From an optimization exercise on the open Yosys and OpenROAD flow, aimed at small area, a short achievable clock period and few clock cycles; shortcuts taken in it are not production practice.
RTL that was checked went through simulation tests only; none was proved equivalent to the original.
Power figures rest on the tool's default switching activity, not on a simulated workload.

==> flow/design.v <==
package txdma_pkg;
    typedef logic [31:0] desc_t;         
    typedef logic [31:0] addr_t;         
    typedef logic [31:0] data_t;         
    typedef logic [7:0]  byte_t;         
    typedef logic [6:0]  bd_index_t;     
    typedef logic [8:0]  tx_status_t;    
    localparam int BIT_READY  = 15;      
    localparam int BIT_IRQ    = 14;      
    localparam int BIT_WRAP   = 13;      
    localparam int BIT_PAD    = 12;
    localparam int BIT_CRC    = 11;
    localparam tx_status_t STAT_ERR_MASK = 9'h10F;
endpackage
module eth_txdma #(
    parameter int DEPTH = 8                       
) (
    input  logic                  clk,
    input  logic                  reset,
    input  logic                  tx_en,
    input  txdma_pkg::bd_index_t  max_tx_bd,
    input  logic                  bd_wait,
    input  txdma_pkg::desc_t      bd_desc,
    input  txdma_pkg::addr_t      bd_ptr,
    input  txdma_pkg::tx_status_t tx_stat,
    input  logic                  tx_stat_valid,
    output logic                  bd_read,
    output logic                  bd_write,
    output txdma_pkg::bd_index_t  bd_index,
    output txdma_pkg::desc_t      bd_writedata,
    output logic                  tx_stat_ack,
    output logic                  per_packet_pad,
    output logic                  per_packet_crc,
    output logic                  txb_irq,
    output logic                  txe_irq,
    input  logic                  av_waitrequest,
    input  txdma_pkg::data_t      av_readdata,
    input  logic                  av_readdatavalid,
    output logic                  av_read,
    output txdma_pkg::addr_t      av_address,
    input  logic                  tx_ack,
    output txdma_pkg::byte_t      tx_data,
    output logic                  tx_dv,
    output logic                  tx_sop,
    output logic                  tx_eop
);
    localparam int FIFO_AW = $clog2(DEPTH);
    logic        st_rd;                  
    logic        st_dma;                 
    logic        st_wr;                  
    logic [15:0] len;                    
    logic [5:0]  flags;                  
    txdma_pkg::tx_status_t stat;
    logic        take;
    logic        wr_ok;
    logic        stat_err;
    assign bd_read     = st_rd;
    assign bd_write    = st_wr;
    assign take        = st_rd & ~bd_wait & bd_desc[txdma_pkg::BIT_READY];
    assign wr_ok       = st_wr & ~bd_wait;
    assign stat_err    = |(stat & txdma_pkg::STAT_ERR_MASK);
    assign bd_writedata   = {len, 1'b0, flags, stat};
    assign per_packet_pad = flags[txdma_pkg::BIT_PAD - 9];
    assign per_packet_crc = flags[txdma_pkg::BIT_CRC - 9];
    always_ff @(posedge clk or posedge reset) begin
        if (reset) begin
            st_rd       <= 1'b0;
            st_dma      <= 1'b0;
            st_wr       <= 1'b0;
            tx_stat_ack <= 1'b0;
            txb_irq     <= 1'b0;
            txe_irq     <= 1'b0;
            bd_index    <= '0;
        end else begin
            tx_stat_ack <= st_dma & tx_stat_valid & ~tx_stat_ack;
            txb_irq     <= wr_ok & flags[txdma_pkg::BIT_IRQ - 9] & ~stat_err;
            txe_irq     <= wr_ok & flags[txdma_pkg::BIT_IRQ - 9] & stat_err;
            if (tx_en & ~st_rd & ~st_dma & ~st_wr) begin
                st_rd <= 1'b1;
            end
            if (take) begin
                st_rd  <= 1'b0;
                st_dma <= 1'b1;
            end
            if (tx_stat_ack) begin
                st_dma <= 1'b0;
                st_wr  <= 1'b1;
            end
            if (wr_ok) begin
                st_wr <= 1'b0;
                st_rd <= 1'b1;
                if (flags[txdma_pkg::BIT_WRAP - 9] || bd_index == max_tx_bd) begin
                    bd_index <= '0;
                end else begin
                    bd_index <= bd_index + 7'd1;
                end
            end
        end
    end
    always_ff @(posedge clk) begin
        if (take) begin
            len   <= bd_desc[31:16];
            flags <= bd_desc[14:9];
        end
        if (tx_stat_ack) begin
            stat <= tx_stat;
        end
    end
    logic [29:0]        addr;            
    logic [13:0]        icnt;            
    logic               itail;           
    logic [FIFO_AW:0]   occ;             
    logic               more;            
    logic               more_nx;         
    logic               credit_nx;       
    logic               rd_ok;
    logic               pop;
    assign av_address = {addr, 2'b00};
    assign rd_ok      = av_read & ~av_waitrequest;
    assign more       = (|icnt) | itail;
    assign more_nx    = (|icnt[13:1]) | (icnt[0] & itail) | (more & ~rd_ok);
    always_comb begin
        credit_nx = 1'b1;
        if (occ == (FIFO_AW+1)'(DEPTH)) begin
            credit_nx = pop;
        end else if (occ == (FIFO_AW+1)'(DEPTH - 1)) begin
            credit_nx = ~rd_ok | pop;
        end
    end
    always_ff @(posedge clk or posedge reset) begin
        if (reset) begin
            occ     <= '0;
            av_read <= 1'b0;
        end else begin
            av_read <= take | (st_dma & more_nx & credit_nx);
            if (rd_ok & ~pop) begin
                occ <= occ + 1'b1;
            end else if (pop & ~rd_ok) begin
                occ <= occ - 1'b1;
            end
        end
    end
    always_ff @(posedge clk) begin
        if (take) begin
            addr  <= bd_ptr[31:2];
            icnt  <= bd_desc[31:18];
            itail <= |bd_desc[17:16];
        end else if (rd_ok) begin
            addr <= addr + 30'd1;
            if (|icnt) icnt <= icnt - 14'd1;
            else       itail <= 1'b0;
        end
    end
    txdma_pkg::data_t   mem [DEPTH];
    logic [FIFO_AW-1:0] wptr;
    logic [FIFO_AW-1:0] rptr;
    logic               wlap;            
    logic               rlap;
    logic               empty;
    txdma_pkg::data_t   head;
    assign empty = (wptr == rptr) & (wlap == rlap);
    assign head  = mem[rptr];
    always_ff @(posedge clk or posedge reset) begin
        if (reset) begin
            wptr <= '0;
            rptr <= '0;
            wlap <= 1'b0;
            rlap <= 1'b0;
        end else begin
            if (av_readdatavalid) begin
                if (wptr == FIFO_AW'(DEPTH - 1)) begin
                    wptr <= '0;
                    wlap <= ~wlap;
                end else begin
                    wptr <= wptr + 1'b1;
                end
            end
            if (pop) begin
                if (rptr == FIFO_AW'(DEPTH - 1)) begin
                    rptr <= '0;
                    rlap <= ~rlap;
                end else begin
                    rptr <= rptr + 1'b1;
                end
            end
        end
    end
    always_ff @(posedge clk) begin
        if (av_readdatavalid) mem[wptr] <= av_readdata;
    end
    logic [1:0]  lane;                   
    logic        first;
    logic        last;                   
    logic        avail;
    logic        load;
    assign last  = ~more & (occ == (FIFO_AW+1)'(1)) & (lane == len[1:0] - 2'd1);
    assign avail = st_dma & ~empty;
    assign load  = avail & (~tx_dv | tx_ack);
    assign pop   = load & ((lane == 2'd3) | last);
    always_ff @(posedge clk or posedge reset) begin
        if (reset) begin
            tx_dv <= 1'b0;
        end else if (~tx_dv | tx_ack) begin
            tx_dv <= avail;
        end
    end
    always_ff @(posedge clk) begin
        if (take) begin
            lane  <= 2'd0;
            first <= 1'b1;
        end else if (load) begin
            lane  <= lane + 2'd1;
            first <= 1'b0;
        end
        if (load) begin
            tx_data <= head[{lane, 3'b000} +: 8];
            tx_sop  <= first;
            tx_eop  <= last;
        end
    end
endmodule
==> flow/config.mk <==
export PLATFORM = sky130hd
export DESIGN_NAME = eth_txdma
export DESIGN_NICKNAME = eth_txdma
export VERILOG_FILES = /design/flow/design.v
export SDC_FILE = /design/flow/constraint.sdc
export NUM_CORES = 4
export LEC_CHECK = 0
export CAP_MARGIN = 20
export CORE_MARGIN = 2
export CORE_UTILIZATION = 45
export SLEW_MARGIN = 20
==> flow/constraint.sdc <==
create_clock -name core_clock -period 5.0 [get_ports {clk}]
set_input_delay 1.0000 -clock core_clock [delete_from_list [all_inputs] [get_ports {clk}]]
set_output_delay 1.0000 -clock core_clock [all_outputs]
set_load 0.01 [all_outputs]
run.sh (not shown) runs the stock make flow with config.mk's settings and CLKGATE_MAP_FILE= SYNTH_SCRIPT=/design/flow/synth_recipe.tcl, a recipe that flattens the netlist after the stock synthesis.
The baseline ran to the end with no violations.
Rerun with:
ABC_CLOCK_PERIOD_IN_PS = 2200   (was default)
SETUP_SLACK_MARGIN = 2.8   (was default)
The new run completed with no timing, DRC or antenna violations.
Die area stays the same.
Combinational power goes up by 27%.
Hold slack degrades by 4.4 ps.
Global-route usage goes up by 1.3 points.
Wire length came out higher by about 8%.
Final area is higher by 6.9%.
Function was not checked in any run of this note: the RTL went through the layout flow alone.


Another version of the RTL of eth_txdma (not shown whole).
clock: 5.0 ns
lec_check: 0
abc_clock_period_in_ps: 2200
cap_margin: 20
core_margin: 2
core_utilization: 65
cts_cluster_diameter: 100
cts_cluster_size: 26
place_density: 0.72
setup_slack_margin: 2.6
slew_margin: 20
standard.sh (not shown) runs the stock make flow with config.mk's settings and CLKGATE_MAP_FILE= SYNTH_SCRIPT=/design/flow/synth_recipe.tcl, a recipe that flattens the netlist after the stock synthesis.
==> flow/flow/run.sh <==
#!/bin/bash
# Standard layout, with plain buffers (not delay cells) on the ports.
set -euo pipefail
export BUFFER_PORTS_ARGS="-buffer_cell sky130_fd_sc_hd__buf_2"
bash standard.sh finish > standard.log 2>&1
The baseline completed with no timing, DRC or antenna violations.
Testbench counts at the start, summed over its fixed seeds: cycles 204,684.
Change:
Settings changed: SETUP_SLACK_MARGIN 2.6 to 2.8, TNS_END_PERCENT set to 0.
- The changed run finished clean
- combinational power is about the same
- total power stays flat
- clock power is about the same
- final area barely changes
- via count shrinks slightly
- register-to-register slack improved by 0.07 ns
- worst hold slack got worse by 0.0076 ns
- final cell count barely changes
- flip-flop and latch count does not change
- wire length shrinks by a few percent
- worst setup slack got worse by 0.0068 ns
Change:
Settings changed: CORE_UTILIZATION 65 to 78, PLACE_DENSITY 0.72 to 0.85, TNS_END_PERCENT 0 to not set.
Clock power is about the same.
Fmax climbs by a few percent.
Cell count drops by a few percent.
Design area climbs slightly.
Core utilization climbs by 16 points.
Worst setup slack improved by 0.068 ns.
Power climbs by a few percent.
Count of clock-buffer cells in the layout drops by 6.
Non-clock buffer count climbs by 21.
Register-to-register slack improved by 0.06 ns.
Via count climbs by roughly a tenth.
Change:
Settings changed: CORE_UTILIZATION 78 to 65, PLACE_DENSITY 0.85 to 0.72, SETUP_SLACK_MARGIN 2.8 to 2.7.
Maximum frequency is lower by 1.8%.
Final area decreases by 1.1%.
Sequential share of layout area climbs by 0.76 points.
Wire length went down by 15%.
Area after synthesis does not change.
Global-route usage drops by 9.4 points.
Die area climbs by 19%.
Power shrinks by 3.4%.
Worst setup slack loses 0.041 ns.
Cell count goes up by 1.9%.


eth_txdma, a different RTL version from the one above (not shown whole).
For scale: ~1000 cells after synthesis, ~370 flip-flops, ~210 I/O pins.
// eth_txdma
module eth_txdma #(
    parameter int DEPTH = 7                       
) (
    input  logic                  clk,
    input  logic                  reset,
    input  logic                  tx_en,
    input  txdma_pkg::bd_index_t  max_tx_bd,
    input  logic                  bd_wait,
    input  txdma_pkg::desc_t      bd_desc,
    input  txdma_pkg::addr_t      bd_ptr,
    input  txdma_pkg::tx_status_t tx_stat,
    input  logic                  tx_stat_valid,
    output logic                  bd_read,
    output logic                  bd_write,
    output txdma_pkg::bd_index_t  bd_index,
    output txdma_pkg::desc_t      bd_writedata,
    output logic                  tx_stat_ack,
    output logic                  per_packet_pad,
    output logic                  per_packet_crc,
    output logic                  txb_irq,
    output logic                  txe_irq,
    input  logic                  av_waitrequest,
    input  txdma_pkg::data_t      av_readdata,
    input  logic                  av_readdatavalid,
    output logic                  av_read,
    output txdma_pkg::addr_t      av_address,
    input  logic                  tx_ack,
    output txdma_pkg::byte_t      tx_data,
    output logic                  tx_dv,
    output logic                  tx_sop,
    output logic                  tx_eop
);
    localparam int FIFO_AW = 3;                  
    logic        st_rd;                  
    logic        st_dma;                 
    logic        st_wr;                  
    logic [15:0] len;                    
    logic [5:0]  flags;                  
    txdma_pkg::tx_status_t stat;
    logic        take;
    logic        wr_ok;
    logic        stat_err;
    assign bd_read     = st_rd;
    assign bd_write    = st_wr;
    assign take        = st_rd & ~bd_wait & bd_desc[txdma_pkg::BIT_READY];
    assign wr_ok       = st_wr & ~bd_wait;
    assign stat_err    = |(stat & txdma_pkg::STAT_ERR_MASK);
    assign bd_writedata   = {len, 1'b0, flags, stat};
    assign per_packet_pad = flags[txdma_pkg::BIT_PAD - 9];
    assign per_packet_crc = flags[txdma_pkg::BIT_CRC - 9];
    always_ff @(posedge clk or posedge reset) begin
        if (reset) begin
            st_rd       <= 1'b0;
            st_dma      <= 1'b0;
            st_wr       <= 1'b0;
            tx_stat_ack <= 1'b0;
  ...
==> flow/config.mk <==
export PLATFORM = sky130hd
export DESIGN_NAME = eth_txdma
export DESIGN_NICKNAME = eth_txdma
export VERILOG_FILES = /design/flow/design.v
export SDC_FILE = /design/flow/constraint.sdc
export NUM_CORES = 4
export LEC_CHECK = 0
export ABC_CLOCK_PERIOD_IN_PS = 2200
export CAP_MARGIN = 20
export CORE_MARGIN = 2
export CORE_UTILIZATION = 45
export SETUP_SLACK_MARGIN = 2.8
export SLEW_MARGIN = 20
==> flow/constraint.sdc <==
create_clock -name core_clock -period 5.0 [get_ports {clk}]
set_input_delay 1.0000 -clock core_clock [delete_from_list [all_inputs] [get_ports {clk}]]
set_output_delay 1.0000 -clock core_clock [all_outputs]
set_load 0.01 [all_outputs]
run.sh (not shown) runs the stock make flow with config.mk's settings and CLKGATE_MAP_FILE= SYNTH_SCRIPT=/design/flow/synth_recipe.tcl, a recipe that flattens the netlist after the stock synthesis.
Stock flow here: none of the scripts above is used.
Testbench counts at the start, summed over its fixed seeds: cycles 204,684.
Edit:
==> flow/flow/run.sh (new file) <==
#!/bin/bash
# Standard layout, with plain buffers (not delay cells) on the ports.
set -euo pipefail
export BUFFER_PORTS_ARGS="-buffer_cell sky130_fd_sc_hd__buf_2"
bash standard.sh finish > standard.log 2>&1
==> flow/standard.sh (new file) <==
#!/bin/bash
# synth_recipe.tcl (not shown) runs the flow's synth.tcl, then flattens the netlist and writes it again
# the make line also repeats each setting of config.mk as NAME=value (left out here)
make -C /OpenROAD-flow-scripts/flow DESIGN_CONFIG=/design/flow/config.mk WORK_HOME=/design/flow/orfs CLKGATE_MAP_FILE= SYNTH_SCRIPT=/design/flow/synth_recipe.tcl "${@:-finish}"
removed: flow/run.sh
Result:
- clock skew shrinks by 5.4 ps
- flip-flop and latch count is unchanged
- total power fell by 5.2%
- design area fell by 6.9%
- clock power stays flat
- first-iteration DRC count falls by 16%
- maximum frequency is higher by 0.30%
- core utilization decreases by 4.0 points
- clock-buffer cell count climbs by 6
- combinational power fell by 18%
- hold slack improves by 3.5 ps


Another version of the RTL of eth_txdma (not shown whole).
For scale: ~960 cells after synthesis, about 360 flip-flops, roughly 210 I/O pins.
export LEC_CHECK = 0
export ABC_CLOCK_PERIOD_IN_PS = 2200
export CAP_MARGIN = 20
export CORE_MARGIN = 2
export CORE_UTILIZATION = 65
export CTS_CLUSTER_DIAMETER = 100
export CTS_CLUSTER_SIZE = 26
export PLACE_DENSITY = 0.72
export SETUP_SLACK_MARGIN = 2.8
export SLEW_MARGIN = 20
create_clock -name core_clock -period 5.0 [get_ports {clk}]
standard.sh (not shown) runs the stock make flow with config.mk's settings and CLKGATE_MAP_FILE= SYNTH_SCRIPT=/design/flow/synth_recipe.tcl, a recipe that flattens the netlist after the stock synthesis.
==> flow/flow/run.sh <==
#!/bin/bash
# Standard layout, with plain buffers (not delay cells) on the ports.
set -euo pipefail
export BUFFER_PORTS_ARGS="-buffer_cell sky130_fd_sc_hd__buf_2"
bash standard.sh finish > standard.log 2>&1
Testbench counts at the start, summed over its fixed seeds: cycles 204,684.
==> next run, changes <==
==> flow/flow/run.sh (replaced) <==
#!/bin/bash
# Standard layout, with plain buffers (not delay cells) on the ports: a
# size-4 buffer on each output (the flow's own buffer_ports call) and a
# size-2 buffer on each input (added before placement repair).
set -euo pipefail
export BUFFER_PORTS_ARGS="-outputs -buffer_cell sky130_fd_sc_hd__buf_4"
export PRE_RESIZE_TCL="$PWD/flow/buffer_inputs.tcl"
bash standard.sh finish > standard.log 2>&1
==> flow/flow/buffer_inputs.tcl (new file) <==
# Buffer the input ports; the flow's own buffer_ports call buffered the outputs.
buffer_ports -inputs -buffer_cell sky130_fd_sc_hd__buf_2
=> Cell count hardly moves; routed wire length is higher by 0.97%; via count is higher by 1.1%; worst hold slack gets better by 0.025 ns; clock-buffer cell count rises by 1; first-iteration DRC count goes down by 6.1%; global-route usage rose by 0.15 points.
==> next run, changes <==
==> flow/flow/run.sh (replaced) <==
#!/bin/bash
# Standard layout, with plain buffers (not delay cells) on the ports: a
# size-2 buffer on each output (the flow's own buffer_ports call) and a
# size-2 buffer on each input (added before placement repair).
set -euo pipefail
export BUFFER_PORTS_ARGS="-outputs -buffer_cell sky130_fd_sc_hd__buf_2"
export PRE_RESIZE_TCL="$PWD/flow/buffer_inputs.tcl"
bash standard.sh finish > standard.log 2>&1
Outcome: Synthesized area stays the same. Sequential power is about the same. Sequential share of layout area went up by 0.75 points. Clock skew is about the same. Die area is unchanged. Fmax goes up by about 0.9%. Non-clock buffer count is higher by 1. Core utilization came out lower by 0.87 points. Routed wire length went down by about 1.3%. Combinational power drops by about 5%.
==> next run, changes <==
==> flow/flow/run.sh (replaced) <==
#!/bin/bash
# Standard layout, with plain buffers (not delay cells) on the ports: a
# size-2 buffer on each input and a size-4 buffer on each output.
set -euo pipefail
export BUFFER_PORTS_ARGS="-inputs -buffer_cell sky130_fd_sc_hd__buf_2"
export PRE_GLOBAL_PLACE_TCL="$PWD/flow/buffer_outputs.tcl"
bash standard.sh finish > standard.log 2>&1
==> flow/flow/buffer_outputs.tcl (new file) <==
# Buffer the output ports; the flow's own buffer_ports call then buffers the inputs.
buffer_ports -outputs -buffer_cell sky130_fd_sc_hd__buf_4
removed: flow/flow/buffer_inputs.tcl
The changed run produced a clean layout.
Setup slack improved by 0.029 ns.
Total power shrinks by a few percent.
Die area stays the same.
Design area falls by a few percent.
Count of clock-buffer cells in the layout stays the same.
Worst hold slack loses 0.017 ns.

-- separate check: timing with driven ports --
The flow's constraints put no driver on any port. The routed layouts listed below were extracted and timed again, unchanged, in two steps.
Step 1 assumes that a clkbuf_16 drives the clock port and a buf_2 every other input.
Step 2 also shifts input and output timing later by t, the mid clock arrival at the registers, as if the neighbouring blocks saw the same clock.
a / b / c = no drivers / after step 1 / after step 2; a / b = the first two.
| run | t, ns | setup WS [ns] | worst setup path at the end | worst data-port slew with drivers (ns) | cell pins on the clock port's net |
|---|---|---|---|---|---|
| the first run of note 1 | 0.581 | 1.910 / 1.910 / 1.580 | input to register | 0.08 | 1 |
| the second run of note 1 | 0.579 | 2.520 / 2.520 / 2.124 | input to register | 0.08 | 1 |
| the first run of note 2 | 0.579 | 2.742 / 2.702 / 2.150 | input to register | 0.08 | 1 |
| the second run of note 2 | 0.554 | 2.736 / 2.710 / 2.166 | input to register | 0.09 | 1 |
| the third run of note 2 | 0.561 | 2.804 / 2.757 / 2.376 | input to register | 0.08 | 1 |
| the fourth run of note 2 | 0.565 | 2.763 / 2.714 / 2.307 | input to register | 0.07 | 1 |
| the first run of note 3 | 0.575 | 2.827 / 2.778 / 2.274 | input to register | 0.08 | 1 |
| the second run of note 3 | 0.569 | 2.834 / 2.781 / 2.377 | input to register | 0.09 | 1 |
| the first run of note 4 | 0.556 | 2.825 / 2.776 / 2.322 | input to register | 0.07 | 1 |
| the second run of note 4 | 0.558 | 2.818 / 2.771 / 2.410 | input to register | 0.04 | 1 |
| the third run of note 4 | 0.552 | 2.838 / 2.791 / 2.384 | input to register | 0.04 | 1 |
| the fourth run of note 4 | 0.559 | 2.867 / 2.853 / 2.318 | input to register | 0.06 | 1 |
After both steps every run listed still meets setup and hold. The setup slack of the first run of note 2, which loses most, moves by -0.040 ns with the drivers and by -0.592 ns with both steps.
